What follows belongs to an exercise in optimizing a design on an open flow for small area, a short achievable clock period and few clock cycles per item; a production flow would make more cautious choices. The RTL was checked by simulation tests, not by an equivalence proof against the original design.

--- flow/flow/run.sh ---
#!/bin/bash
# The standard layout, with every port buffered by the smallest buffer
# (sky130_fd_sc_hd__buf_1) instead of the cell buffer_ports picks by default.
set -euo pipefail
bash standard.sh "BUFFER_PORTS_ARGS=-buffer_cell sky130_fd_sc_hd__buf_1" finish > standard.log 2>&1
--- flow/standard.sh ---
#!/bin/bash
# synth_recipe.tcl (not shown) runs the flow's synth.tcl, then flattens the netlist and writes it again
# the make line also repeats each setting of config.mk as NAME=value (left out here)
make -C /OpenROAD-flow-scripts/flow DESIGN_CONFIG=/design/flow/config.mk WORK_HOME=/design/flow/orfs CLKGATE_MAP_FILE= SYNTH_SCRIPT=/design/flow/synth_recipe.tcl "${@:-finish}"
--- flow/config.mk ---
export PLATFORM = sky130hd
export DESIGN_NAME = keyed_sponge_hash_64
export DESIGN_NICKNAME = keyed_sponge_hash_64
export VERILOG_FILES = /design/flow/design.v
export SDC_FILE = /design/flow/constraint.sdc
export NUM_CORES = 4
export LEC_CHECK = 0
export CAP_MARGIN = 20
export CORE_MARGIN = 2
export CORE_UTILIZATION = 40
export SETUP_SLACK_MARGIN = 3
export SLEW_MARGIN = 20
--- flow/constraint.sdc ---
create_clock -name core_clock -period 8.0 [get_ports {clock}]
set_input_delay 1.6000 -clock core_clock [delete_from_list [all_inputs] [get_ports {clock}]]
set_output_delay 1.6000 -clock core_clock [all_outputs]
set_load 0.01 [all_outputs]
--- flow/design.v ---
module keyed_sponge_hash_64
(
   input  logic        clock,
   input  logic        reset,
   input  logic        req_valid,
   output logic        req_ready,
   input  logic [31:0] req_data_bytes,
   input  logic [2:0]  req_byte_count,
   input  logic        req_last_block,
   output logic        rsp_valid,
   input  logic        rsp_ready,
   output logic [63:0] rsp_digest,
   input  logic        csr_write_enable,
   input  logic [63:0] csr_write_data
);
   localparam int RPC = 1;           
   localparam logic [2:0] BodySteps  = 3'(2 / RPC);
   localparam logic [2:0] EmptySteps = 3'(4 / RPC);
   localparam logic [2:0] FinalSteps = 3'(6 / RPC);
   localparam logic [2:0] PadStep    = 3'(FinalSteps - BodySteps + 1);
   function automatic logic [31:0] rotl32(input logic [31:0] x, input integer r);
      rotl32 = (x << r) | (x >> (32 - r));
   endfunction
   function automatic logic [31:0] add32(input logic [31:0] x, input logic [31:0] y);
      logic [31:0] g, p, gg, pp;
      g  = x & y;
      p  = x ^ y;
      gg = g;
      pp = p;
      for (int l = 0; l < 5; l++) begin
         for (int i = 0; i < 32; i++) begin
            if (((i >> l) & 1) == 1) begin
               gg[i] = gg[i] | (pp[i] & gg[((i >> l) << l) - 1]);
               pp[i] = pp[i] & pp[((i >> l) << l) - 1];
            end
         end
      end
      add32 = p ^ {gg[30:0], 1'b0};
   endfunction
   function automatic logic [127:0] arx_round(input logic [127:0] w);
      logic [31:0] a, b, c, d;
      a = w[31:0];
      b = w[63:32];
      c = w[95:64];
      d = w[127:96];
      a = add32(a, b); b = rotl32(b, 5);  b = b ^ a; a = rotl32(a, 16);
      c = add32(c, d); d = rotl32(d, 8);  d = d ^ c;
      a = add32(a, d); d = rotl32(d, 13); d = d ^ a;
      c = add32(c, b); b = rotl32(b, 7);  b = b ^ c; c = rotl32(c, 16);
      arx_round = {d, c, b, a};
   endfunction
   logic        open_ff;         
   logic [2:0]  rem_ff;          
   logic        fin_ff;          
   logic        padp_ff;         
   logic [2:0]  padn_ff;         
   logic        rsp_valid_ff;
   logic [63:0]  seed_ff;
   logic [127:0] words_ff;
   logic [63:0]  digest_ff;
   logic [2:0]  n;
   logic        n_nz;
   logic        take;
   logic        take_data;       
   logic        take_pad0;       
   logic        take_open;       
   logic        step;            
   logic        close;           
   logic        stall;           
   logic        use_init;        
   assign n         = req_byte_count[2] ? 3'd4 : req_byte_count;
   assign n_nz      = (req_byte_count != 3'd0);
   assign close     = fin_ff && (rem_ff == 3'd1);
   assign stall     = close && rsp_valid_ff;
   assign step      = (rem_ff != 3'd0) && !stall;
   assign req_ready = (rem_ff == 3'd0) || ((rem_ff == 3'd1) && !stall);
   assign take      = req_valid && req_ready && !reset;
   assign take_data = take && n_nz;
   assign take_pad0 = take && !n_nz && req_last_block;
   assign take_open = take && (n_nz || req_last_block);
   assign use_init  = close ? 1'b1 : (!open_ff && (rem_ff == 3'd0));
   logic [127:0] xin;
   always_comb begin
      xin = 128'd0;
      for (int i = 0; i < 4; i++) begin
         if (take_data && (n > 3'(i))) xin[8*i+:8] = req_data_bytes[8*i+:8];
      end
      if (take_pad0) begin
         xin[7:0]   = xin[7:0]   ^ 8'h1F;
         xin[31:24] = xin[31:24] ^ 8'h80;
      end
      if (padp_ff && (rem_ff == PadStep)) begin
         xin[31:24] = xin[31:24] ^ 8'h80;
         case (padn_ff)
            3'd1:    xin[15:8]  = xin[15:8]  ^ 8'h1F;
            3'd2:    xin[23:16] = xin[23:16] ^ 8'h1F;
            3'd3:    xin[31:24] = xin[31:24] ^ 8'h1F;
            default: xin[39:32] = xin[39:32] ^ 8'h1F;
         endcase
      end
   end
   logic [127:0] rnd;
   logic [127:0] init;
   logic [127:0] base;
   always_comb begin
      rnd = words_ff;
      for (int r = 0; r < RPC; r++) rnd = arx_round(rnd);
      init = {seed_ff[63:32], 32'd0, seed_ff[31:0], 32'd0};
      if (step && !close) base = rnd ^ words_ff;
      else if (use_init && !stall) base = init ^ words_ff;
      else base = 128'd0;
   end
   always_ff @(posedge clock) begin
      words_ff <= words_ff ^ base ^ xin;
      if (close && !stall) digest_ff <= rnd[63:0];
   end
   always_ff @(posedge clock) begin
      if (reset) begin
         seed_ff      <= 64'd0;
         open_ff      <= 1'b0;
         rem_ff       <= 3'd0;
         fin_ff       <= 1'b0;
         padp_ff      <= 1'b0;
         padn_ff      <= 3'd0;
         rsp_valid_ff <= 1'b0;
      end else begin
         if (csr_write_enable) seed_ff <= csr_write_data;
         rsp_valid_ff <= (rsp_valid_ff && !rsp_ready) || (close && !stall);
         if (step) rem_ff <= rem_ff - 3'd1;
         if (close && !stall) fin_ff <= 1'b0;
         if (take_open) begin
            if (req_last_block) begin
               open_ff <= 1'b0;
               fin_ff  <= 1'b1;
               padp_ff <= n_nz;
               padn_ff <= n;
               rem_ff  <= n_nz ? FinalSteps : EmptySteps;
            end else begin
               open_ff <= 1'b1;
               rem_ff  <= BodySteps;
            end
         end
      end
   end
   assign rsp_valid  = rsp_valid_ff;
   assign rsp_digest = digest_ff;
endmodule
==> summary.txt, run 1 <==
Reg2Reg Setup Slack: 2.88 ns
Final setup violation count: 0
DP HPWL: 48610 microns
Reg2reg end: words_ff[31]
Hold Vio Cnt, Final: 0
Largest net degree at the start of global routing: 99
Most frequent CP cell: a21o_1
Initial Utilization: 40.45%
Post-synthesis net count: 2038
Crit start category: register
Hold Crit Start: words_ff[69]
Die height: 207.0 microns
Total track usage: 28.74%
CTS tree: yes
Vias in the first global route: 13340
Worst Setup Slack, final: 2.884 ns
Cell area after layout: 0.02091 sq mm
IO Port Bufs: 170
Initial antenna violation count: 3
Worst slew pin tran: 1.140 ns
Final core occ: 51.33%
Hold depth: 2
Setup CP Type: register to register
Crit path arrival time: 5.66 ns
Ports: 171
Layout Cells excl Fill: 2569
Outcome: complete, no violations
Wire length per cell: 24.48 microns
Placed Area: 0.01764 sq mm
DRC violations left: 0
WP data required: 8.54 ns
CP max stage delay: 0.40 ns
Vias post-DR: 14430
Worst-path fanout max: 4
Ys async rst share: 0%
Mapped cell area: 0.01648 sq mm
Setup crit end kind: register
Clk sinks: 266
GPL Wtd Cong: 1.021
1st-pass router iterations: 6
Iter 0 DRT Violations: 1144
Seq/Total Area, Yosys: 36.21%
Chip Width: 207.0 microns
Core area: 0.04074 sq mm
Cells after DPL: 2435
Period minus WS final: 5.116 ns
Final Cycle Share: 63.94%
CTS buffer count: 31
Pre-CTS setup slack: 2.070 ns
Standard-cell rows: 74
Slew Limit Fails: 0
Synth unique cells: 66
Worst-Skew Late Latency: 0.61 ns
Layout cells sized above 1: 18.91%
FF-to-FF Start: words_ff[96]
Setup_tns: 0 ns
Main synth FF type: dfxtp_1
CTS root buffer: clkbuf_16
Fin Clk Skew: 0.02739 ns
Worst Hold Class: register to register
Total grt overflow: 0
Final #Nets: 2259
Worst r2r path cells: 21
Yosys reg bits: 266
Slowest cell on the critical path: or3_1
Post-synthesis cell count: 1790
Mean Syn Cell Area: 9.205 sq um
Hold Slack: 0.4641 ns
Syn. warnings: 1
Layout area overhead: 26.90%
Die area: 0.04283 sq mm
Slew headroom: 23.42%
Fmax achieved: 195.5 MHz
Number of flops mapped to enable cells by yosys: 64
First-pass GRT wire length: 88870 microns
Antenna-violating nets left: 0
RSZ-0062 raised after global routing: yes
Cts-stage hold buffer count: 0
Bufs on Longest Clock Path: 3
Worst Hold Path EP: words_ff[69]
Max-cap violations: 0
Worst-path clk slew: 0.07 ns
Worst path cell trace: ha_4 -> inv_2 -> fa_2 -> nand2b_4 -> a21o_1 -> a211o_4 -> a21oi_2 -> or2_4 -> a21o_4 -> xor2_4 -> xor2_4 -> ha_4 -> a21o_1 -> a21o_1 -> a221oi_2 -> o211a_1 -> a211oi_2 -> or3_1 -> a211o_1 -> a31oi_1 -> xor2_1
Vias per cell: 5.618
Wirelength, routed: 62900 microns
CTS H-tree lvls: 1
-- flip-flops by register name (all words and copies together) (netlist names) --
signal,count
words_ff,128
digest_ff,64
rem_ff,3
rsp_valid_ff,1
seed_ff,64
fin_ff,1
padn_ff,3
padp_ff,1
open_ff,1
-- worst max path at each step --
| stage | start | endpoint |
|---|---|---|
| after CTS | words_ff[96] | words_ff[31] |
| final | words_ff[96] | words_ff[31] |
| after detailed placement | words_ff[96] | words_ff[26] |
| after floorplan | words_ff[107] | words_ff[31] |
| after global routing | words_ff[32] | words_ff[48] |
| after global placement | words_ff[96] | words_ff[26] |
-- Yosys cell counts, types with 5 or more instances --
cell       number  area share, %
buf_1           9           0.21
o21a_1         20           0.91
nand3_1        33            1.0
and3_1         49            1.9
and4_1          5           0.27
or2_2           7           0.27
edfxtp_1       64             12
xnor3_1        18            2.5
nand2_1       212            4.8
xor2_1        125            6.6
or3_1           6           0.23
nand2b_1       15           0.57
o211ai_1       16           0.73
a21oi_1       152            4.6
clkbuf_1       57            1.3
o31ai_1         8           0.36
a211oi_1        7           0.32
o21ai_0        50            1.5
o2bb2ai_1       6           0.32
nand4_1         8           0.30
fa_1           20            2.4
nor2_1        152            3.5
inv_1          71            1.6
ha_1          123            9.3
dfxtp_1       202             25
xnor2_1       106            5.6
a21o_1         42            1.9
o21bai_1       10           0.46
nor2b_1         9           0.34
mux2i_1        65            3.9
nor3_1         20           0.61
a31oi_1        36            1.4
o21ai_1         5           0.15
-- cell type report --
type                    count  area (sq um)
diodes                      1         2.502
clock buffers              38         854.6
clock inverters            20         264.0
fillers                  3794         19830
inverters                  71         266.5
multi-input cells        1387         11520
flip-flops and latches    266          6010
well taps                 532         665.6
repair buffers            254          1323
-- cells in the final DEF, fill, tap and decap left out, types with 17 or more instances in the layout --
cell type and count:
inv_1 68, a21o_1 39, dfxtp_2 26, xor2_2 26, o21a_1 19, a21oi_2 24
nand3_1 32, o21ai_0 35, and3_1 49, o21ai_1 17, nor2_1 139, a31oi_1 36
edfxtp_1 64, xnor2_2 35, mux2i_1 65, a21oi_1 124, buf_1 168, buf_4 80
xnor2_1 66, xor2_1 85, clkbuf_16 33, nand2_1 209, ha_1 107, dfxtp_1 173
-- layer usage --
metal | GRT usage, % | wire [microns]
met5 | 0 | 19
met4 | 10.66 | 2935
met3 | 4.694 | 5151
met2 | 43.75 | 27430
met1 | 40.94 | 27370
-- logic make-up after synthesis --
family / share of synthesized area (%)
compound gates: 14.87
xor+xnor: 15.32
fa+ha+maj: 11.77
buf+inv: 3.121
flops: 36.21
mux: 3.949
simple gates: 14.77
-- timing repair --
item,4_1_cts,5_1_grt
buffers inserted,29,45
pin swaps,37,71
setup endpoints to repair,117,121
resized for setup,156,136
-- worst max-delay path, delay by kind of cell (launching register included) --
family / cells / cell delay (ns)
AOI/OAI and AO/OA: 11 / 2.60
adders and majority gates: 3 / 0.73
and+or+nand+nor: 3 / 0.70
xor gates and xnor gates: 3 / 0.62
DFF: 1 / 0.36
buffers and inverters: 1 / 0.03
Testbench counts, summed over its fixed seeds: cycles 22,649, items 9,227.
==> run 2, diff against run 1 <==
==> flow/run.sh (new file) <==
#!/bin/bash
# synth_recipe.tcl (not shown) runs the flow's synth.tcl, then flattens the netlist and writes it again
# the make line also repeats each setting of config.mk as NAME=value (left out here)
make -C /OpenROAD-flow-scripts/flow DESIGN_CONFIG=/design/flow/config.mk WORK_HOME=/design/flow/orfs CLKGATE_MAP_FILE= SYNTH_SCRIPT=/design/flow/synth_recipe.tcl finish
removed: flow/flow/run.sh
removed: flow/standard.sh
==> summary.txt, run 2 <==
Syn. warnings: 1
IO Port Bufs: 170
Synth unique cells: 66
Slew headroom: 24.56%
Total track usage: 29.52%
Fmax achieved: 196.1 MHz
Worst Setup Slack, final: 2.899 ns
Period minus WS final: 5.101 ns
1st-pass router iterations: 7
DP HPWL: 49400 microns
Die area: 0.04283 sq mm
Hold Vio Cnt, Final: 0
Crit path arrival time: 5.57 ns
Bufs on Longest Clock Path: 3
Wire length on met2: 28530 microns
Crit start category: register
Mapped cell area: 0.01648 sq mm
Final setup violation count: 0
Mean Syn Cell Area: 9.205 sq um
Area share of the leading cell type in the synthesized netlist: 24.54%
Fill cells: 3709
XOR/XNOR share of the synthesized area: 15.32%
Layout Cells excl Fill: 2574
Wirelength, routed: 64240 microns
Layout cells sized above 1: 19.59%
Adder-cell area share of the yosys netlist: 11.77%
CTS root buffer: clkbuf_16
Commonest non-fill, non-tap cell in the layout: nand2_1
Fin Clk Skew: 0.02022 ns
Worst-path clk slew: 0.06 ns
Iter 0 DRT Violations: 1228
Mux cell area share after synthesis: 3.949%
Core area: 0.04074 sq mm
Post-synthesis net count: 2038
Antenna-violating nets left: 0
Cell area after layout: 0.02210 sq mm
Pre-CTS setup slack: 2.029 ns
Final Cycle Share: 63.76%
Number of flip-flops in the largest register: 128
WP data required: 8.47 ns
Final core occ: 54.25%
Count leader, synth: nand2_1
Max-cap violations: 0
Yosys reg bits: 266
Cells after DPL: 2434
DRC violations left: 0
M1 wire length: 27910 microns
Top sig layer: met4
Main synth FF type: dfxtp_1
Slew Limit Fails: 0
Top post-synthesis cells by area: dfxtp_1 25%, edfxtp_1 12%, ha_1 9.3%
Worst-Skew Late Latency: 0.55 ns
Commonest non-fill, non-tap cells in the layout: 208 x nand2_1, 183 x dfxtp_1, 168 x clkdlybuf4s50_1
Setup CP Type: register to register
CP max stage delay: 0.39 ns
Synth Area in Simple Gates: 14.77%
Final #Nets: 2265
Standard-cell rows: 74
Compound-Gate Fraction of Synth Area: 14.87%
Slowest cell on the critical path: a211o_4
Vias post-DR: 14530
RSZ-0062 raised after global routing: yes
Seq/Total Area, Yosys: 36.21%
Routed wl met3: 5056 microns
CTS buffer count: 34
Largest register by flop count: words_ff
Worst path cell trace: ha_4 -> inv_2 -> fa_2 -> nand2b_4 -> a21o_1 -> a211o_4 -> a21oi_2 -> or2_4 -> a21o_4 -> xor2_4 -> xor2_4 -> ha_4 -> a21o_1 -> a21o_1 -> a221oi_2 -> o211a_4 -> a211oi_2 -> or3_1 -> a211o_1 -> a31oi_1 -> xor2_1
Post-synth top area cell: dfxtp_1
Setup crit end kind: register
Multi-input gate area: 0.01168 sq mm
Ant. Diodes: 0
Post-synthesis cell count: 1790
CP top delay family: compound AO/OA/AOI/OAI gates
Placed Area: 0.01868 sq mm
Worst slew pin tran: 1.132 ns
Initial antenna violation count: 1
Largest net degree at the start of global routing: 102
Clk sinks: 266
Chip Width: 207.0 microns
Hold Slack: 0.4620 ns
Worst-path fanout max: 4
Vias per cell: 5.646
Worst Hold Class: register to register
Die height: 207.0 microns
Total grt overflow: 0
Largest family of logic cells by synthesized area: XOR/XNOR gates
Reg2Reg Setup Slack: 2.90 ns
First-pass GRT wire length: 90110 microns
Most frequent CP cell: a21o_1
FF/Latch Area: 0.005995 sq mm
Commonest cells post-synth: 212 x nand2_1, 202 x dfxtp_1, 152 x a21oi_1, 152 x nor2_1, 125 x xor2_1
Setup_tns: 0 ns
Vias in the first global route: 13460
Wire length per cell: 24.96 microns
Ports: 171
GPL Wtd Cong: 0.9933
Outcome: complete, no violations
Layout area overhead: 34.14%
Regs by FF count: words_ff: 128 flops, digest_ff: 64 flops, seed_ff: 64 flops
Initial Utilization: 40.45%
Buf+Inv Stages, Crit Path: 1
Number of flops mapped to enable cells by yosys: 64
CTS tree: yes
CTS H-tree lvls: 2
Ys async rst share: 0%
[run 2: cell counts after synthesis]
No cell type changed its count.
[run 2: final cells by class]
cell class | count | share of cell area [%]
Timing Repair Buffer | 257 | 10.81
Clock inverter | 14 | 0.4699
Sequential cell | 266 | 27.12
Tap cell | 532 | 3.012
Multi-Input combinational cell | 1387 | 52.84
Clock buffer | 47 | 4.540
Inverter | 71 | 1.206
[run 2: logic make-up after synthesis]
logic type / Yosys count
adder cells (fa/ha/maj): 143
flip-flops: 266
XOR/XNOR: 253
multiplexers: 65
AND/OR/NAND/NOR: 537
buffers and inverters: 137
AO/OA/AOI/OAI: 389
[run 2: path summary, 6_finish.rpt]
kind / depth (start not counted) / from / to
hold / removal: 2 / words_ff[69] / words_ff[69]
setup reg to reg: 21 / words_ff[64] / words_ff[31]
setup / recovery: 21 / words_ff[64] / words_ff[31]
hold reg to reg: 2 / words_ff[69] / words_ff[69]
[run 2: what timing repair did]
action / 4_1_cts / 5_1_grt
hold buffers: 0 / 0
setup endpoints to repair: 111 / 117
buffers inserted: 44 / 35
pin swaps: 50 / 68
resized for setup: 138 / 174
[run 2: tightest hold or removal path, stage by stage, from the launching register on]
cell and delay, ns:
dfxtp_1 0.31, nand3_1 0.06, nand2_1 0.04
[run 2: metal layers]
metal  vias up  GRT usage [%]
met1      7144          40.47
met5         -              0
met4         0          11.45
met3       124          6.327
met2       589          45.45
li1       6675              -
==> run 3, diff against run 2 <==
--- a/flow/design.v
+++ b/flow/design.v
@@ -60,7 +60,8 @@
    logic [63:0]  digest_ff;
    logic [2:0]  n;
    logic        n_nz;
-   logic        take;
+   logic        slot;            
+   logic        take;            
    logic        take_data;       
    logic        take_pad0;       
    logic        take_open;       
@@ -73,8 +74,9 @@
    assign close     = fin_ff && (rem_ff == 3'd1);
    assign stall     = close && rsp_valid_ff;
    assign step      = (rem_ff != 3'd0) && !stall;
-   assign req_ready = (rem_ff == 3'd0) || ((rem_ff == 3'd1) && !stall);
-   assign take      = req_valid && req_ready && !reset;
+   assign slot      = (rem_ff == 3'd0) || ((rem_ff == 3'd1) && !stall);
+   assign req_ready = slot || (!n_nz && !req_last_block);
+   assign take      = req_valid && slot && !reset;
    assign take_data = take && n_nz;
    assign take_pad0 = take && !n_nz && req_last_block;
    assign take_open = take && (n_nz || req_last_block);
==> flow/flow/run.sh (new file) <==
#!/bin/bash
# The standard layout, with every port buffered by the smallest buffer
# (sky130_fd_sc_hd__buf_1) instead of the cell buffer_ports picks by default.
set -euo pipefail
bash standard.sh "BUFFER_PORTS_ARGS=-buffer_cell sky130_fd_sc_hd__buf_1" finish > standard.log 2>&1
==> flow/standard.sh (new file) <==
#!/bin/bash
# synth_recipe.tcl (not shown) runs the flow's synth.tcl, then flattens the netlist and writes it again
# the make line also repeats each setting of config.mk as NAME=value (left out here)
make -C /OpenROAD-flow-scripts/flow DESIGN_CONFIG=/design/flow/config.mk WORK_HOME=/design/flow/orfs CLKGATE_MAP_FILE= SYNTH_SCRIPT=/design/flow/synth_recipe.tcl "${@:-finish}"
removed: flow/run.sh
==> summary.txt, run 3 <==
Seq/Total Area, Yosys: 36.14%
Setup_tns: 0 ns
Worst Hold Class: register to register
Yosys reg bits: 266
Crit path arrival time: 5.61 ns
Total grt overflow: 0
Hold Crit Start: seed_ff[16]
Post-synth top area cell: dfxtp_1
Slew Limit Fails: 0
Number of flip-flops in the largest register: 128
Setup crit end kind: register
Ys async rst share: 0%
Worst-path clk slew: 0.06 ns
Post-synthesis cell count: 1793
Chip Width: 207.1 microns
Slowest cell on the critical path: dfxtp_2
RSZ-0062 raised after global routing: yes
Commonest cells post-synth: 216 x nand2_1, 202 x dfxtp_1, 152 x a21oi_1
Area share of the leading cell type in the synthesized netlist: 24.50%
Bufs on Longest Clock Path: 3
Iter 0 DRT Violations: 1314
Largest register by flop count: words_ff
DRC violations left: 0
Hold Vio Cnt, Final: 0
Cell area after layout: 0.02087 sq mm
Vias post-DR: 14500
Layout Cells excl Fill: 2558
WP data required: 8.53 ns
CTS tree: yes
Layout area overhead: 26.41%
Ports: 171
Fmax achieved: 196.8 MHz
Buf+Inv Stages, Crit Path: 0
Regs by FF count: words_ff: 128 flops, digest_ff: 64 flops, seed_ff: 64 flops
First-pass GRT wire length: 89400 microns
Cells after DPL: 2436
Antenna-violating nets left: 0
Outcome: complete, no violations
Post-synthesis net count: 2041
CP max stage delay: 0.45 ns
Largest net degree at the start of global routing: 97
Mapped cell area: 0.01651 sq mm
Placed Area: 0.01766 sq mm
Crit path from: words_ff[43]
Count leader, synth: nand2_1
Synth unique cells: 67
Wire length per cell: 24.42 microns
Worst path cell trace: ha_1 -> a21oi_1 -> o21ai_2 -> a32o_1 -> a21oi_4 -> o21ai_4 -> o211a_4 -> o311ai_4 -> ha_4 -> and3_1 -> and4_1 -> a32o_2 -> o21ai_2 -> o211a_4 -> a211oi_2 -> or3_4 -> a211o_4 -> a31oi_2 -> xor2_1
Layout cells sized above 1: 18.91%
CTS buffer count: 31
Number of flops mapped to enable cells by yosys: 64
CTS root buffer: clkbuf_16
Syn. warnings: 1
Period minus WS final: 5.081 ns
Wirelength, routed: 62470 microns
CTS H-tree lvls: 1
CP top delay family: compound AO/OA/AOI/OAI gates
Commonest non-fill, non-tap cell in the layout: nand2_1
Vias in the first global route: 13810
1st-pass router iterations: 5
Initial antenna violation count: 1
Fin Clk Skew: 0.03424 ns
Final core occ: 51.22%
Slew headroom: 26.83%
Initial Utilization: 40.52%
Max-cap violations: 0
Vias per cell: 5.669
Worst slew pin tran: 1.087 ns
Final Cycle Share: 63.51%
Worst-Skew Late Latency: 0.61 ns
Die area: 0.04290 sq mm
Total track usage: 27.90%
GPL Wtd Cong: 1.034
Main synth FF type: dfxtp_1
Top post-synthesis cells by area: dfxtp_1 24%, edfxtp_1 12%, ha_1 9.3%
DP HPWL: 48000 microns
Final #Nets: 2248
Die height: 207.1 microns
IO Port Bufs: 170
Final setup violation count: 0
Crit start category: register
Standard-cell rows: 74
Core area: 0.04074 sq mm
Commonest non-fill, non-tap cells in the layout: 212 x nand2_1, 179 x dfxtp_1, 168 x buf_1
Setup CP Type: register to register
Worst-path fanout max: 5
Clk sinks: 266
Mean Syn Cell Area: 9.206 sq um
FF-to-FF Start: words_ff[43]
## run 3: changes by cell type after synthesis, sizes merged, moves of 2 or more
cell	delta
nor2	-7
buf	+2
nand2	+4
o21ai	-3
and2	+2
## run 3: logic make-up after synthesis
family / count (synthesis) / share of synthesized area, %
AOI/OAI and AO/OA: 388 / 14.84
buffers and inverters: 139 / 3.169
DFF: 266 / 36.14
muxes: 65 / 3.942
xor gates and xnor gates: 253 / 15.29
adders and majority gates: 143 / 11.75
and+or+nand+nor: 539 / 14.87
## run 3: worst register-to-register path, delay by kind of cell (launching register included)
kind | cells | cell delay (ns)
AOI/OAI and AO/OA | 13 | 3.00
and+or+nand+nor | 3 | 0.78
adders and majority gates | 2 | 0.61
DFF | 1 | 0.45
xor gates and xnor gates | 1 | 0.17
## run 3: timing repair
action	in CTS	in global routing
resized for setup	153	153
setup buffers	31	32
pin swaps	56	62
hold buffers	0	0
setup endpoints to repair	110	106
## run 3: final timing paths
kind / end / depth (start not counted) / slack, ns
setup / recovery: words_ff[31] / 19 / 2.92
hold / removal: words_ff[48] / 2 / 0.46
setup reg to reg: words_ff[31] / 19 / 2.92
hold reg to reg: words_ff[48] / 2 / 0.46
## run 3: metal layers
metal	up-vias	track usage (%)	part of all wire (%)
met1	7041	38.59	43
met5	-	0	0.018
met4	2	12.64	5.2
met2	625	42.24	43
li1	6674	-	-
met3	160	5.321	8.8
## run 3: layout make-up
| class | instances | area, sq um |
|---|---|---|
| clock inverters | 12 | 117.6 |
| well taps | 532 | 665.6 |
| fillers | 3760 | 19870 |
| diodes | 1 | 2.502 |
| multi-input cells | 1388 | 11690 |
| repair buffers | 243 | 1219 |
| flip-flops and latches | 266 | 6000 |
| inverters | 70 | 262.8 |
| clock buffers | 46 | 913.4 |
## run 3: through the flow
stage               hold WS [ns]  worst slack, ns
finish                    0.4644            2.919
detailed placement        0.4554            2.206
CTS                       0.4650            2.855
global route              0.4814            2.822
floorplan                 0.4383            3.166
global placement          0.4485            2.197
Testbench counts of run 3, summed over its fixed seeds: cycles 22,239, items 9,227.
==> run 4, diff against run 3 <==
--- a/flow/config.mk
+++ b/flow/config.mk
@@ -7,6 +7,6 @@
 export LEC_CHECK = 0
 export CAP_MARGIN = 20
 export CORE_MARGIN = 2
-export CORE_UTILIZATION = 40
+export CORE_UTILIZATION = 60
 export SETUP_SLACK_MARGIN = 3
 export SLEW_MARGIN = 20
==> summary.txt, run 4 <==
Final Cycle Share: 63.11%
Ports: 171
FF-to-FF Start: words_ff[96]
Layout area overhead: 23.15%
Area share of the leading cell type in the synthesized netlist: 24.50%
CTS root buffer: clkbuf_16
Number of flops mapped to enable cells by yosys: 64
1st-pass router iterations: 5
Setup_tns: 0 ns
First-pass GRT wire length: 87820 microns
Syn. warnings: 1
Vias per cell: 6.314
Ys async rst share: 0%
Vias in the first global route: 13710
Bufs on Longest Clock Path: 3
Outcome: complete, no violations
DRC violations left: 0
RSZ-0062 raised after global routing: yes
Layout cells sized above 1: 17.39%
Seq/Total Area, Yosys: 36.14%
Die height: 169.9 microns
Total track usage: 42.13%
GPL Wtd Cong: 1.079
Crit path from: words_ff[96]
Core area: 0.02695 sq mm
Top post-synthesis cells by area: dfxtp_1 24%, edfxtp_1 12%, ha_1 9.3%
Final setup violation count: 0
Die area: 0.02885 sq mm
Fill cells: 1935
Chip Width: 169.9 microns
Setup CP Type: register to register
Standard-cell rows: 60
Synth unique cells: 67
Count leader, synth: nand2_1
Cells after DPL: 2244
Initial antenna violation count: 2
IO Port Bufs: 170
Iter 0 DRT Violations: 1733
Mean Syn Cell Area: 9.206 sq um
Post-synthesis net count: 2041
Worst Hold Class: register to register
Wire length per cell: 26.33 microns
Slew headroom: 27.61%
Mapped cell area: 0.01651 sq mm
Worst Setup Slack, final: 2.951 ns
Hold Vio Cnt, Final: 0
Layout Cells excl Fill: 2359
Worst-path fanout max: 5
Setup crit end kind: register
Worst-Skew Late Latency: 0.58 ns
Wirelength, routed: 62100 microns
Hold Crit Start: words_ff[87]
Commonest non-fill, non-tap cells in the layout: 211 x nand2_1, 169 x dfxtp_1, 168 x buf_1
WP data required: 8.49 ns
CTS H-tree lvls: 1
Slew Limit Fails: 0
Ant. Diodes: 0
Largest register by flop count: words_ff
Main synth FF type: dfxtp_1
Commonest cells post-synth: 216 x nand2_1, 202 x dfxtp_1, 152 x a21oi_1
Initial Utilization: 61.24%
DP HPWL: 47000 microns
Total grt overflow: 0
Antenna-violating nets left: 0
Fin Clk Skew: 0.02605 ns
Post-synth top area cell: dfxtp_1
Crit path arrival time: 5.54 ns
Fmax achieved: 198.1 MHz
Worst slew pin tran: 1.086 ns
Commonest non-fill, non-tap cell in the layout: nand2_1
Largest net degree at the start of global routing: 97
Max-cap violations: 0
Regs by FF count: words_ff: 128 flops, digest_ff: 64 flops, seed_ff: 64 flops
CTS tree: yes
Worst-path clk slew: 0.07 ns
Post-synthesis cell count: 1793
Worst r2r path cells: 21
Crit start category: register
Pre-CTS setup slack: 2.293 ns
Hold depth: 2
Yosys reg bits: 266
Period minus WS final: 5.049 ns
Vias post-DR: 14900
Clk sinks: 266
Number of flip-flops in the largest register: 128
Hold Slack: 0.4670 ns
CTS buffer count: 28
Final #Nets: 2244
-- run 4: cell types whose count changed in the layout (fill, tap and decap cells not counted), sizes merged --
| cell | before | now |
|---|---|---|
| bufinv | 1 | 7 |
| clkinv | 7 | 9 |
| diode | 1 | 0 |
| inv | 71 | 70 |
| clkinvlp | 3 | 1 |
| clkbuf | 48 | 37 |
| buf | 241 | 240 |
-- run 4: layout make-up --
| type | instances | area (sq um) | area share (%) |
|---|---|---|---|
| multi-input cells | 1388 | 11380 | 55.98 |
| clock inverters | 17 | 272.8 | 1.342 |
| inverters | 70 | 262.8 | 1.293 |
| well taps | 341 | 426.7 | 2.099 |
| repair buffers | 242 | 1232 | 6.063 |
| flip-flops and latches | 266 | 6017 | 29.60 |
| clock buffers | 35 | 737.0 | 3.626 |
-- run 4: what timing repair did --
item	4_1_cts	5_1_grt
hold buffers	0	0
buffers inserted	30	32
setup endpoints to repair	113	111
gates resized for setup	128	139
pin swaps	37	63
-- run 4: metal layers --
metal	up-vias	global-route usage, %	part of all wire [%]
met1	7128	57.79	40
met4	2	20.03	5.4
met3	169	10.60	12
met5	-	0.3478	0.019
met2	940	62.48	43
li1	6656	-	-
-- run 4: stage by stage --
step                utilization [%]  cell area (sq um)
finish                        75.42              20330
global route                  75.42              20330
CTS                           71.99              19400
detailed placement            64.63              17420
global placement              64.63              17420
floorplan                         -              16510
-- run 4: critical path: stages (launching register included) --
cell and delay, ns:
dfxtp_4 0.36, ha_4 0.13, inv_2 0.03, fa_2 0.38
nand2b_4 0.16, a21o_1 0.21, a211o_4 0.38, nand2_2 0.09
fa_2 0.24, xor2_4 0.19, xor2_2 0.17, buf_6 0.14
ha_4 0.22, a21o_1 0.19, a221o_1 0.34, a221oi_2 0.27
o211a_1 0.27, a211oi_2 0.10, or3_1 0.40, a211o_1 0.36
a31oi_2 0.19, xor2_1 0.15
-- run 4: worst paths after layout --
kind | slack (ns) | end
max | 2.95 | words_ff[31]
min reg2reg | 0.47 | words_ff[87]
min | 0.47 | words_ff[87]
max reg2reg | 2.95 | words_ff[31]
-- run 4: cell families (layout without fill, tap and decap cells) --
logic type      after synthesis  count (layout)  share of synthesized area, %
mux                          65              65                         3.942
xor+xnor                    253             253                         15.29
buf+inv                     139             364                         3.169
compound gates              388             388                         14.84
fa+ha+maj                   143             143                         11.75
flops                       266             266                         36.14
simple gates                539             539                         14.87
==> run 5, diff against run 4 <==
--- a/flow/design.v
+++ b/flow/design.v
@@ -103,17 +103,19 @@
    end
    logic [127:0] rnd;
    logic [127:0] init;
+   logic         sel_rnd, sel_init, sel_hold;
    logic [127:0] base;
+   assign sel_rnd  = step && !close;
+   assign sel_init = !sel_rnd && use_init && !stall;
+   assign sel_hold = !sel_rnd && !sel_init;
    always_comb begin
       rnd = words_ff;
       for (int r = 0; r < RPC; r++) rnd = arx_round(rnd);
       init = {seed_ff[63:32], 32'd0, seed_ff[31:0], 32'd0};
-      if (step && !close) base = rnd ^ words_ff;
-      else if (use_init && !stall) base = init ^ words_ff;
-      else base = 128'd0;
+      base = (rnd & {128{sel_rnd}}) | (init & {128{sel_init}}) | (words_ff & {128{sel_hold}});
    end
    always_ff @(posedge clock) begin
-      words_ff <= words_ff ^ base ^ xin;
+      words_ff <= base ^ xin;
       if (close && !stall) digest_ff <= rnd[63:0];
    end
    always_ff @(posedge clock) begin
==> summary.txt, run 5 <==
Slew Limit Fails: 0
Post-synthesis cell count: 1667
Bufs on Longest Clock Path: 3
Crit path arrival time: 6.00 ns
Commonest non-fill, non-tap cell in the layout: dfxtp_1
Chip Width: 167.3 microns
Total track usage: 39.32%
Worst Hold Class: register to register
CP max stage delay: 0.46 ns
Outcome: complete, no violations
CTS root buffer: clkbuf_16
RSZ-0062 raised after global routing: yes
Final Cycle Share: 68.70%
Die height: 167.3 microns
Area share of the leading cell type in the synthesized netlist: 25.28%
Worst-Skew Late Latency: 0.57 ns
Reg2Reg Setup Slack: 2.50 ns
Most frequent CP cell: a21o_1
Grt met3 use: 5.436%
Commonest cells post-synth: 202 x dfxtp_1, 125 x xor2_1, 124 x a21oi_1, 124 x nor2_1
Vias post-DR: 14470
Vias in the first global route: 13610
Commonest non-fill, non-tap cells in the layout: 184 x dfxtp_1, 168 x buf_1, 114 x nor2_1
CTS buffer count: 28
Cell area after layout: 0.02073 sq mm
Slew headroom: 24.49%
DP HPWL: 42310 microns
Placed Area: 0.01697 sq mm
Setup CP Type: register to register
Final #Nets: 2169
Seq/Total Area, Yosys: 37.30%
Hold Crit Start: words_ff[85]
Post-synthesis net count: 1915
Iter 0 DRT Violations: 1617
Core area: 0.02613 sq mm
Clk sinks: 266
IO Port Bufs: 170
Cts-stage hold buffer count: 0
Count leader, synth: dfxtp_1
Layout cells sized above 1: 22.19%
CTS H-tree lvls: 1
Fin Clk Skew: 0.009013 ns
FF-to-FF Start: words_ff[32]
Crit start category: register
Reg2reg end: words_ff[60]
FF/Latch Area: 0.006006 sq mm
Layout Cells excl Fill: 2277
Standard-cell rows: 59
Wire length per cell: 25.84 microns
Mapped cell area: 0.01599 sq mm
Number of flip-flops in the largest register: 128
Initial antenna violation count: 0
GPL Wtd Cong: 1.038
CTS tree: yes
Ys async rst share: 0%
Met2 Usage GRT: 61.92%
Wirelength, routed: 58840 microns
Number of flops mapped to enable cells by yosys: 64
Setup crit end kind: register
Fmax achieved: 181.9 MHz
Top post-synthesis cells by area: dfxtp_1 25%, edfxtp_1 12%, ha_1 9.6%
Largest net degree at the start of global routing: 76
Vias per cell: 6.353
Period minus WS final: 5.496 ns
Multi-input gate area: 0.01140 sq mm
Hold Slack: 0.4842 ns
Total grt overflow: 0
DRC violations left: 0
Initial Utilization: 61.20%
Syn. warnings: 1
WP data required: 8.51 ns
Fill cells: 1675
Layout area overhead: 29.63%
Post-synth top area cell: dfxtp_1
Worst r2r path cells: 24
Worst-path fanout max: 5
Ant. Diodes: 0
Slowest cell on the critical path: xor2_1
Final setup violation count: 0
Worst Hold Path EP: words_ff[85]
Setup_tns: 0 ns
Hold Vio Cnt, Final: 0
Hold depth: 2
First-pass GRT wire length: 82330 microns
Worst path cell trace: ha_4 -> inv_2 -> fa_2 -> nand2b_4 -> a21oi_4 -> o41ai_4 -> buf_4 -> a211oi_4 -> or2_2 -> a21o_4 -> xor2_2 -> xor2_1 -> ha_1 -> a21o_1 -> a21o_1 -> a21o_1 -> and2_1 -> a31oi_4 -> buf_6 -> nand2b_4 -> a21oi_4 -> xnor2_2 -> xor2_2 -> a21o_1
Mean Syn Cell Area: 9.595 sq um
Die area: 0.02798 sq mm
GRT busiest layer: met2
Main synth FF type: dfxtp_1
Regs by FF count: words_ff: 128 flops, digest_ff: 64 flops, seed_ff: 64 flops
Yosys reg bits: 266
Worst-path clk slew: 0.07 ns
GR Util met1: 52.76%
Worst slew pin tran: 1.125 ns
1st-pass router iterations: 22
Largest register by flop count: words_ff
Synth unique cells: 66
Ports: 171
Antenna-violating nets left: 0
Cells after DPL: 2118
Max-cap violations: 0
[run 5: cell count changes after synthesis, sizes merged, moves of 18 or more]
cell | previous run | this run
a22oi | 1 | 58
o21ai | 52 | 79
a31oi | 37 | 9
xnor2 | 106 | 124
nand2 | 216 | 121
and3 | 48 | 29
nor2 | 145 | 124
a21oi | 152 | 124
[run 5: layout make-up]
| type | count | area share, % |
|---|---|---|
| Tap cell | 335 | 2.022 |
| Multi-Input combinational cell | 1271 | 54.98 |
| Inverter | 67 | 1.225 |
| Clock buffer | 32 | 3.808 |
| Sequential cell | 266 | 28.97 |
| Timing Repair Buffer | 287 | 7.701 |
| Clock inverter | 19 | 1.298 |
[run 5: metal layers]
layer / up-vias / routed length (microns)
li1: 6389 / -
met5: - / 0
met2: 867 / 26260
met3: 218 / 5668
met1: 6992 / 22810
met4: 0 / 4100
[run 5: worst max path at each step]
stage	cells after the start	to	slack, ns	start
5_1_grt	23	words_ff[30]	2.42	words_ff[32]
6_report	24	words_ff[60]	2.50	words_ff[32]
3_5_place_dp	24	words_ff[63]	1.99	words_ff[32]
4_1_cts	23	words_ff[30]	2.72	words_ff[96]
3_3_place_gp	20	words_ff[26]	1.83	words_ff[41]
2_1_floorplan	22	words_ff[30]	2.97	words_ff[101]
[run 5: what timing repair did]
action,CTS,global route
endpoints found under the setup margin,122,102
pin swaps,62,120
gates resized for setup,163,181
setup buffers,57,51
[run 5: stage by stage]
step	utilization [%]	worst slack, ns
3_5_place_dp	64.94	1.985
5_1_grt	79.34	2.416
3_3_place_gp	64.94	1.831
6_report	79.34	2.504
4_1_cts	74.20	2.720
2_1_floorplan	-	2.974
[run 5: cell families after synthesis]
kind of cell,share of synthesized area [%]
xor+xnor,15.25
buf+inv,3.051
mux,4.506
fa+ha+maj,12.13
flops,37.30
compound gates,16.19
simple gates,11.57
[run 5: worst max-delay path: cells and delay by family (launching register included)]
kind	cells	cell delay, ns
fa+ha+maj	3	0.77
compound gates	10	2.03
simple gates	4	0.75
xor+xnor	4	1.10
flops	1	0.36
buf+inv	3	0.40
Testbench counts of run 5, summed over its fixed seeds: cycles 22,239, items 9,227.
==> run 6, diff against run 5 <==
--- a/flow/design.v
+++ b/flow/design.v
@@ -112,10 +112,10 @@
       rnd = words_ff;
       for (int r = 0; r < RPC; r++) rnd = arx_round(rnd);
       init = {seed_ff[63:32], 32'd0, seed_ff[31:0], 32'd0};
-      base = (rnd & {128{sel_rnd}}) | (init & {128{sel_init}}) | (words_ff & {128{sel_hold}});
+      base = (init & {128{sel_init}}) | (words_ff & {128{sel_hold}});
    end
    always_ff @(posedge clock) begin
-      words_ff <= base ^ xin;
+      words_ff <= sel_rnd ? (rnd ^ xin) : (base ^ xin);
       if (close && !stall) digest_ff <= rnd[63:0];
    end
    always_ff @(posedge clock) begin
==> summary.txt, run 6 <==
Worst path cell trace: ha_4 -> inv_2 -> fa_2 -> nand2b_4 -> a21o_1 -> a211o_4 -> and3b_2 -> o211ai_4 -> a21oi_4 -> xnor2_4 -> ha_4 -> a21o_1 -> and3_4 -> o21a_4 -> o31ai_4 -> a21oi_2 -> a2111oi_4 -> xor2_2 -> xnor2_2 -> xnor2_1 -> a21oi_1
Crit path arrival time: 5.50 ns
Wirelength, routed: 60480 microns
Ys async rst share: 0%
Layout cells sized above 1: 20.39%
Mapped cell area: 0.01640 sq mm
Commonest non-fill, non-tap cell in the layout: nand2_1
Placed Area: 0.01730 sq mm
Period minus WS final: 5.094 ns
Mean Syn Cell Area: 9.189 sq um
Worst Hold Class: register to register
Top post-synthesis cells by area: dfxtp_1 25%, edfxtp_1 12%, ha_1 9.4%
Post-synth top area cell: dfxtp_1
Regs by FF count: words_ff: 128 flops, digest_ff: 64 flops, seed_ff: 64 flops
Die area: 0.02867 sq mm
CTS root buffer: clkbuf_16
Count leader, synth: nand2_1
Commonest non-fill, non-tap cells in the layout: 205 x nand2_1, 174 x dfxtp_1, 168 x buf_1
Standard-cell rows: 60
Post-synthesis net count: 2033
CP top delay family: compound AO/OA/AOI/OAI gates
Cts-stage hold buffer count: 0
Setup_tns: 0 ns
Core area: 0.02688 sq mm
Setup CP Type: register to register
Worst-Skew Late Latency: 0.56 ns
Vias per cell: 6.300
Synth unique cells: 75
CTS tree: yes
Area share of the leading cell type in the synthesized netlist: 24.65%
Hold Vio Cnt, Final: 0
Largest net degree at the start of global routing: 94
Total track usage: 40.54%
Slew Limit Fails: 0
Syn. warnings: 1
RSZ-0062 raised after global routing: yes
Cells after DPL: 2234
Cell area after layout: 0.02082 sq mm
CTS H-tree lvls: 1
Ports: 171
IO Port Bufs: 170
DP HPWL: 44550 microns
Die height: 169.3 microns
Commonest cells post-synth: 207 x nand2_1, 202 x dfxtp_1, 155 x nor2_1
Yosys reg bits: 266
Worst slew pin tran: 1.026 ns
Main synth FF type: dfxtp_1
Wire length per cell: 25.40 microns
Outcome: complete, no violations
Fmax achieved: 196.3 MHz
Reg2Reg Setup Slack: 2.91 ns
Layout area overhead: 26.94%
Final #Nets: 2266
Number of flip-flops in the largest register: 128
Slew headroom: 31.60%
Vias in the first global route: 14080
Final core occ: 77.47%
Setup crit end kind: register
Largest register by flop count: words_ff
Final setup violation count: 0
Initial antenna violation count: 1
Antenna-violating nets left: 0
Fin Clk Skew: 0.01178 ns
Vias post-DR: 15000
WP data required: 8.40 ns
Buf+Inv Stages, Crit Path: 1
Clk sinks: 266
Chip Width: 169.3 microns
Post-synthesis cell count: 1785
Ant. Diodes: 0
Seq/Total Area, Yosys: 36.37%
Total grt overflow: 0
Worst-path clk slew: 0.07 ns
Max-cap violations: 0
DRC violations left: 0
CTS buffer count: 29
Bufs on Longest Clock Path: 3
Initial Utilization: 61.03%
Number of flops mapped to enable cells by yosys: 64
Crit start category: register
First-pass GRT wire length: 85500 microns
GPL Wtd Cong: 1.026
Iter 0 DRT Violations: 1864
Worst-path fanout max: 4
CP max stage delay: 0.40 ns
1st-pass router iterations: 5
Slowest cell on the critical path: a211o_4
Layout Cells excl Fill: 2381
Final Cycle Share: 63.67%
==> run 6: cell count changes after synthesis, moves of 11 or more <==
cell,change
nor2_1,+31
a31oi_1,+37
a21oi_1,+11
a22oi_1,-57
clkbuf_1,+11
a22o_1,-14
o211ai_1,+11
o21ai_0,-31
nand3_1,+20
xnor2_1,-17
and3_1,+22
nand2_1,+87
==> run 6: worst min-delay path, stage by stage, from the launching register on <==
cell	delay (ns)
dfxtp_1	0.31
nand2_1	0.05
a31oi_1	0.06
==> run 6: worst paths after layout <==
| check | start | end | cells past startpoint |
|---|---|---|---|
| max | words_ff[32] | words_ff[127] | 21 |
| min | seed_ff[16] | words_ff[48] | 2 |
| max reg2reg | words_ff[32] | words_ff[127] | 21 |
| min reg2reg | seed_ff[16] | words_ff[48] | 2 |
==> run 6: layout make-up <==
type                    count  area, sq um
multi-input cells        1381        11690
repair buffers            272         1436
fillers                  1868         6055
flip-flops and latches    266         6011
well taps                 341        426.7
clock inverters            16        200.2
clock buffers              37        807.0
inverters                  68        255.2
==> run 6: timing repair <==
item | CTS | global route
gates resized for setup | 165 | 153
setup buffers | 36 | 58
endpoints found under the setup margin | 122 | 100
pin swaps | 59 | 117
==> run 6: stage by stage <==
stage          worst slack (ns)  hold slack, ns
2_1_floorplan             3.198          0.4383
3_3_place_gp              1.967          0.4495
3_5_place_dp              1.957          0.4548
4_1_cts                   3.002          0.4652
5_1_grt                   2.793          0.4945
6_report                  2.906          0.4623
==> run 6: layer usage <==
| layer | vias up | wire length (microns) | global-route usage [%] | share of wire [%] |
|---|---|---|---|---|
| met5 | - | 10 | 0 | 0.017 |
| met3 | 239 | 6660 | 9.118 | 11 |
| met4 | 2 | 4449 | 22.37 | 7.4 |
| met1 | 7139 | 23370 | 53.59 | 39 |
| li1 | 6683 | - | - | - |
| met2 | 938 | 25990 | 61.86 | 43 |
==> run 6: kinds of logic after synthesis <==
logic type	synth area share (%)
AOI/OAI and AO/OA	14.94
DFF	36.37
muxes	4.028
buffers and inverters	3.158
adders and majority gates	11.82
and+or+nand+nor	14.66
xor gates and xnor gates	15.01
Testbench counts of run 6, summed over its fixed seeds: cycles 22,239, items 9,227.
==> run 7, diff against run 6 <==
--- a/flow/config.mk
+++ b/flow/config.mk
@@ -8,5 +8,5 @@
 export CAP_MARGIN = 20
 export CORE_MARGIN = 2
 export CORE_UTILIZATION = 60
-export SETUP_SLACK_MARGIN = 3
+export SETUP_SLACK_MARGIN = 3.2
 export SLEW_MARGIN = 20
==> summary.txt, run 7 <==
Post-synthesis net count: 2033
Fill cells: 1672
Mean Syn Cell Area: 9.189 sq um
Bufs on Longest Clock Path: 3
Area share of the leading cell type in the synthesized netlist: 24.65%
CTS tree: yes
Setup crit end kind: register
Fmax achieved: 198.6 MHz
Slew Limit Fails: 0
First-pass GRT wire length: 86880 microns
Final core occ: 79.88%
Hold Vio Cnt, Final: 0
IO Port Bufs: 170
Ys async rst share: 0%
Post-synth top area cell: dfxtp_1
Total grt overflow: 0
Wire length per cell: 25.26 microns
Layout Cells excl Fill: 2406
Vias post-DR: 15190
Layout area overhead: 30.89%
CTS H-tree lvls: 1
Worst-path fanout max: 5
Fin Clk Skew: 0.01739 ns
Core area: 0.02688 sq mm
Outcome: complete, no violations
DP HPWL: 44270 microns
Vias per cell: 6.313
Die height: 169.3 microns
CTS root buffer: clkbuf_16
Period minus WS final: 5.034 ns
Worst path cell trace: ha_2 -> a21oi_4 -> o21ai_2 -> a221oi_4 -> buf_4 -> nand2_4 -> fa_2 -> xnor2_4 -> xnor2_2 -> ha_2 -> a21o_1 -> a21o_1 -> a21oi_2 -> o31ai_2 -> a22o_4 -> buf_4 -> a311oi_2 -> xor2_1 -> xnor2_1 -> nor2_1 -> a31oi_1
Regs by FF count: words_ff: 128 flops, digest_ff: 64 flops, seed_ff: 64 flops
Slew headroom: 30.08%
Number of flip-flops in the largest register: 128
Seq/Total Area, Yosys: 36.37%
Setup_tns: 0 ns
Mapped cell area: 0.01640 sq mm
Pre-CTS setup slack: 2.025 ns
Wirelength, routed: 60780 microns
Synth unique cells: 75
Final setup violation count: 0
Post-synthesis cell count: 1785
1st-pass router iterations: 6
Worst-path clk slew: 0.07 ns
Cell area after layout: 0.02147 sq mm
Total track usage: 40.99%
Chip Width: 169.3 microns
Final #Nets: 2289
Ports: 171
Worst Hold Class: register to register
Number of flops mapped to enable cells by yosys: 64
Top post-synthesis cells by area: dfxtp_1 25%, edfxtp_1 12%, ha_1 9.4%
Worst-Skew Late Latency: 0.58 ns
Syn. warnings: 1
GPL Wtd Cong: 1.069
Setup CP Type: register to register
Iter 0 DRT Violations: 1735
DRC violations left: 0
Cells after DPL: 2234
Initial Utilization: 61.03%
Initial antenna violation count: 4
Commonest non-fill, non-tap cells in the layout: 200 x nand2_1, 172 x dfxtp_1, 168 x buf_1
Commonest non-fill, non-tap cell in the layout: nand2_1
Die area: 0.02867 sq mm
Clk sinks: 266
Commonest cells post-synth: 207 x nand2_1, 202 x dfxtp_1, 155 x nor2_1
Antenna-violating nets left: 0
Count leader, synth: nand2_1
Crit start category: register
Yosys reg bits: 266
Standard-cell rows: 60
Final Cycle Share: 62.93%
WP data required: 8.49 ns
Largest register by flop count: words_ff
Cts-stage hold buffer count: 0
CTS buffer count: 29
CP max stage delay: 0.41 ns
Placed Area: 0.01730 sq mm
Main synth FF type: dfxtp_1
Largest net degree at the start of global routing: 111
Vias in the first global route: 14310
RSZ-0062 raised after global routing: yes
Slowest cell on the critical path: fa_2
Layout cells sized above 1: 25.00%
Max-cap violations: 0
Worst Setup Slack, final: 2.966 ns
Worst slew pin tran: 1.049 ns
Crit path arrival time: 5.53 ns
## run 7: cell count changes in the layout (fill, tap and decap cells not counted), sizes merged
cell	previous run	this run
buf	270	293
clkinv	8	10
clkbuf	39	35
diode	0	1
bufinv	4	7
## run 7: what timing repair did
action | 4_1_cts | 5_1_grt
hold endpoints to repair | 0 | 0
endpoints found under the setup margin | 137 | 110
resized for setup | 248 | 160
cloned | 0 | 0
pin swaps | 88 | 101
setup buffers | 74 | 43
## run 7: layout make-up
type	instances	area [sq um]	share of cell area, %
clock buffer	33	770.7	3.590
timing repair buffer	295	1604	7.472
inverter	68	255.2	1.189
tap	341	426.7	1.987
sequential	266	6023	28.06
multi-input combinational	1381	12090	56.31
antenna	1	2.502	0.01166
clock inverter	21	297.8	1.387
## run 7: routing by layer
metal  share of wire (%)  vias to the layer above  GRT usage [%]
li1                    -                     6711              -
met1                  39                     7244          54.87
met2                  43                      950          63.90
met3                  10                      281          6.693
met4                 7.9                        2          22.19
met5               0.020                        -              0
## run 7: kinds of logic (layout without fill, tap and decap cells)
kind of cell    count (synthesis)  after routing  share of synthesized area (%)
buf+inv                       138            417                          3.158
simple gates                  539            539                          14.66
mux                            66             66                          4.028
fa+ha+maj                     143            143                          11.82
xor+xnor                      256            256                          15.01
compound gates                377            377                          14.94
other cells                     0              1                              0
flops                         266            266                          36.37
## run 7: worst paths after layout
check	start	to	slack, ns	depth (start not counted)
max reg2reg	words_ff[41]	words_ff[62]	2.97	21
min reg2reg	seed_ff[41]	words_ff[105]	0.47	2
min	seed_ff[41]	words_ff[105]	0.47	2
max	words_ff[41]	words_ff[62]	2.97	21
## run 7: per-stage QoR
step                      hold WS, ns
after floorplan                0.4383
after global placement         0.4493
after detailed placement       0.4593
after CTS                      0.4688
after global routing           0.4867
final                          0.4660
## run 7: critical path: cells and delay by family (launching register included)
kind | cells | cell delay [ns]
compound gates | 10 | 2.04
fa+ha+maj | 3 | 1.10
xor+xnor | 4 | 0.94
flops | 1 | 0.40
buf+inv | 2 | 0.31
simple gates | 2 | 0.14
==> run 8, diff against run 7 <==
--- a/flow/config.mk
+++ b/flow/config.mk
@@ -8,5 +8,6 @@
 export CAP_MARGIN = 20
 export CORE_MARGIN = 2
 export CORE_UTILIZATION = 60
-export SETUP_SLACK_MARGIN = 3.2
+export CTS_BUF_LIST = sky130_fd_sc_hd__clkbuf_8
+export SETUP_SLACK_MARGIN = 3
 export SLEW_MARGIN = 20
==> summary.txt, run 8 <==
Reg2reg end: words_ff[31]
DP HPWL: 44550 microns
Number of flip-flops in the largest register: 128
Reg2Reg Setup Slack: 2.87 ns
Ant. Diodes: 0
Commonest cells post-synth: 207 x nand2_1, 202 x dfxtp_1, 155 x nor2_1
Regs by FF count: words_ff: 128 flops, digest_ff: 64 flops, seed_ff: 64 flops
Area share of the leading cell type in the synthesized netlist: 24.65%
Worst Hold Class: register to register
Commonest non-fill, non-tap cell in the layout: nand2_1
Max-cap violations: 0
Worst r2r path cells: 22
GPL Wtd Cong: 1.026
Fin Clk Skew: 0.02171 ns
Iter 0 DRT Violations: 1774
Vias per cell: 6.189
Hold depth: 2
Standard-cell rows: 60
DRC violations left: 0
Syn. warnings: 1
Post-synth top area cell: dfxtp_1
Worst-Skew Late Latency: 0.61 ns
Worst-path fanout max: 4
Die height: 169.3 microns
CTS buffer count: 46
Initial antenna violation count: 1
Layout Cells excl Fill: 2405
Setup CP Type: register to register
Ports: 171
Total grt overflow: 0
Crit start category: register
Total track usage: 40.12%
Final core occ: 76.94%
CTS tree: yes
Cts-stage hold buffer count: 0
Wirelength, routed: 59560 microns
Largest register by flop count: words_ff
Setup_tns: 0 ns
Bufs on Longest Clock Path: 3
Mapped cell area: 0.01640 sq mm
Hold Vio Cnt, Final: 0
Setup crit end kind: register
Final Cycle Share: 64.08%
Cells after DPL: 2234
Wire length per cell: 24.77 microns
First-pass GRT wire length: 84440 microns
Layout cells sized above 1: 20.49%
Final setup violation count: 0
Count leader, synth: nand2_1
Chip Width: 169.3 microns
IO Port Bufs: 170
FF-to-FF Start: words_ff[103]
Slew headroom: 31.31%
Vias in the first global route: 13870
Yosys reg bits: 266
Core area: 0.02688 sq mm
Antenna-violating nets left: 0
Seq/Total Area, Yosys: 36.37%
Period minus WS final: 5.127 ns
Slew Limit Fails: 0
Main synth FF type: dfxtp_1
Post-synthesis net count: 2033
Initial Utilization: 61.03%
Number of flops mapped to enable cells by yosys: 64
Hold Crit Start: words_ff[70]
Vias post-DR: 14890
Commonest non-fill, non-tap cells in the layout: 205 x nand2_1, 175 x dfxtp_1, 168 x buf_1
CTS H-tree lvls: 2
Layout area overhead: 26.07%
Worst Hold Path EP: words_ff[70]
WP data required: 8.46 ns
Outcome: complete, no violations
Mean Syn Cell Area: 9.189 sq um
Worst-path clk slew: 0.06 ns
Post-synthesis cell count: 1785
Ys async rst share: 0%
Worst slew pin tran: 1.016 ns
Fmax achieved: 195.1 MHz
Die area: 0.02867 sq mm
Clk sinks: 266
Top post-synthesis cells by area: dfxtp_1 25%, edfxtp_1 12%, ha_1 9.4%
Synth unique cells: 75
CTS root buffer: clkbuf_8
Final #Nets: 2274
1st-pass router iterations: 6
RSZ-0062 raised after global routing: yes
Largest net degree at the start of global routing: 94
Crit path arrival time: 5.59 ns
## run 8: critical path, stage by stage (launching register included)
cell and delay, ns:
dfxtp_1 0.45, ha_1 0.41, o21ai_0 0.17, a21oi_2 0.24
o211ai_1 0.17, a21oi_2 0.26, buf_6 0.15, o21a_1 0.15
nor2_1 0.08, xnor2_2 0.16, buf_6 0.14, xor2_4 0.30
ha_4 0.27, a211oi_1 0.28, or3_1 0.16, o211ai_1 0.13
a21oi_2 0.23, a21oi_2 0.11, a2111oi_4 0.41, xor2_2 0.14
xnor2_2 0.30, a21oi_2 0.10, xnor2_1 0.17
## run 8: worst max-delay path by stage
| stage | start | endpoint | depth (start not counted) |
|---|---|---|---|
| 5_1_grt | words_ff[103] | words_ff[31] | 22 |
| 6_report | words_ff[103] | words_ff[31] | 22 |
| 3_3_place_gp | words_ff[96] | words_ff[31] | 22 |
| 2_1_floorplan | words_ff[96] | words_ff[54] | 22 |
| 4_1_cts | words_ff[96] | words_ff[30] | 23 |
| 3_5_place_dp | words_ff[96] | words_ff[31] | 22 |
## run 8: layer usage
layer / wire length (microns) / vias up / global-route usage [%] / share of wire [%]
met1: 23810 / 7166 / 53.82 / 40
li1: - / 6696 / - / -
met3: 5909 / 215 / 8.022 / 9.9
met2: 25840 / 806 / 61.60 / 43
met5: 13 / - / 1.043 / 0.022
met4: 3985 / 2 / 20.77 / 6.7
## run 8: timing repair
item	CTS	global route
cloned	0	0
setup buffers	28	57
endpoints found under the hold margin	0	0
resized for setup	147	171
endpoints found under the setup margin	122	95
pin swaps	43	119
## run 8: area by class of cell
class | instances | area [sq um]
Clock buffer | 58 | 798.3
Clock inverter | 28 | 146.4
Fill cell | 1890 | 6197
Inverter | 68 | 255.2
Multi-Input combinational cell | 1381 | 11680
Sequential cell | 266 | 6010
Tap cell | 341 | 426.7
Timing Repair Buffer | 263 | 1360
## run 8: logic make-up after synthesis
logic type,Yosys count,synth area share [%]
AND/OR/NAND/NOR,539,14.66
flip-flops,266,36.37
AO/OA/AOI/OAI,377,14.94
multiplexers,66,4.028
buffers and inverters,138,3.158
XOR/XNOR,256,15.01
adder cells (fa/ha/maj),143,11.82
## run 8: per-stage QoR
step           cell area, sq um  worst slack [ns]  hold WS [ns]
2_1_floorplan             16410             3.198        0.4383
3_3_place_gp              17300             1.967        0.4495
3_5_place_dp              17300             1.957        0.4548
4_1_cts                   19290             2.941        0.4650
5_1_grt                   20680             2.701        0.4913
6_report                  20680             2.873        0.4651

[what the ideal ports hide]
Ports are ideal in the flow. The routed layouts listed here were re-timed in OpenROAD.
Step 1 sets driving cells, clkbuf_16 on the clock port and buf_2 on the other inputs (assumed; they add their load-dependent delay and slew).
Step 2, shift: input delay + t, output delay - t, t = (earliest + latest rising clock arrival at the registers) / 2. This alone moves slack from input paths to output paths.
a / b / c = no drivers / after step 1 / after step 2; a / b = the first two.
run	shift t [ns]	slack for setup (ns)	hold slack, ns
run 1	0.653	2.884 / 2.884 / 2.884	0.464 / 0.464 / 0.464
run 2	0.588	2.899 / 2.899 / 2.899	0.462 / 0.462 / 0.462
run 3	0.648	2.919 / 2.919 / 2.919	0.464 / 0.464 / 0.464
run 4	0.618	2.951 / 2.951 / 2.951	0.467 / 0.467 / 0.467
run 5	0.623	2.504 / 2.504 / 2.504	0.484 / 0.484 / 0.484
run 6	0.609	2.906 / 2.906 / 2.906	0.462 / 0.462 / 0.462
run 7	0.621	2.966 / 2.966 / 2.966	0.466 / 0.466 / 0.466
run 8	0.646	2.873 / 2.873 / 2.873	0.465 / 0.465 / 0.465
After both steps every run listed still meets setup and hold.
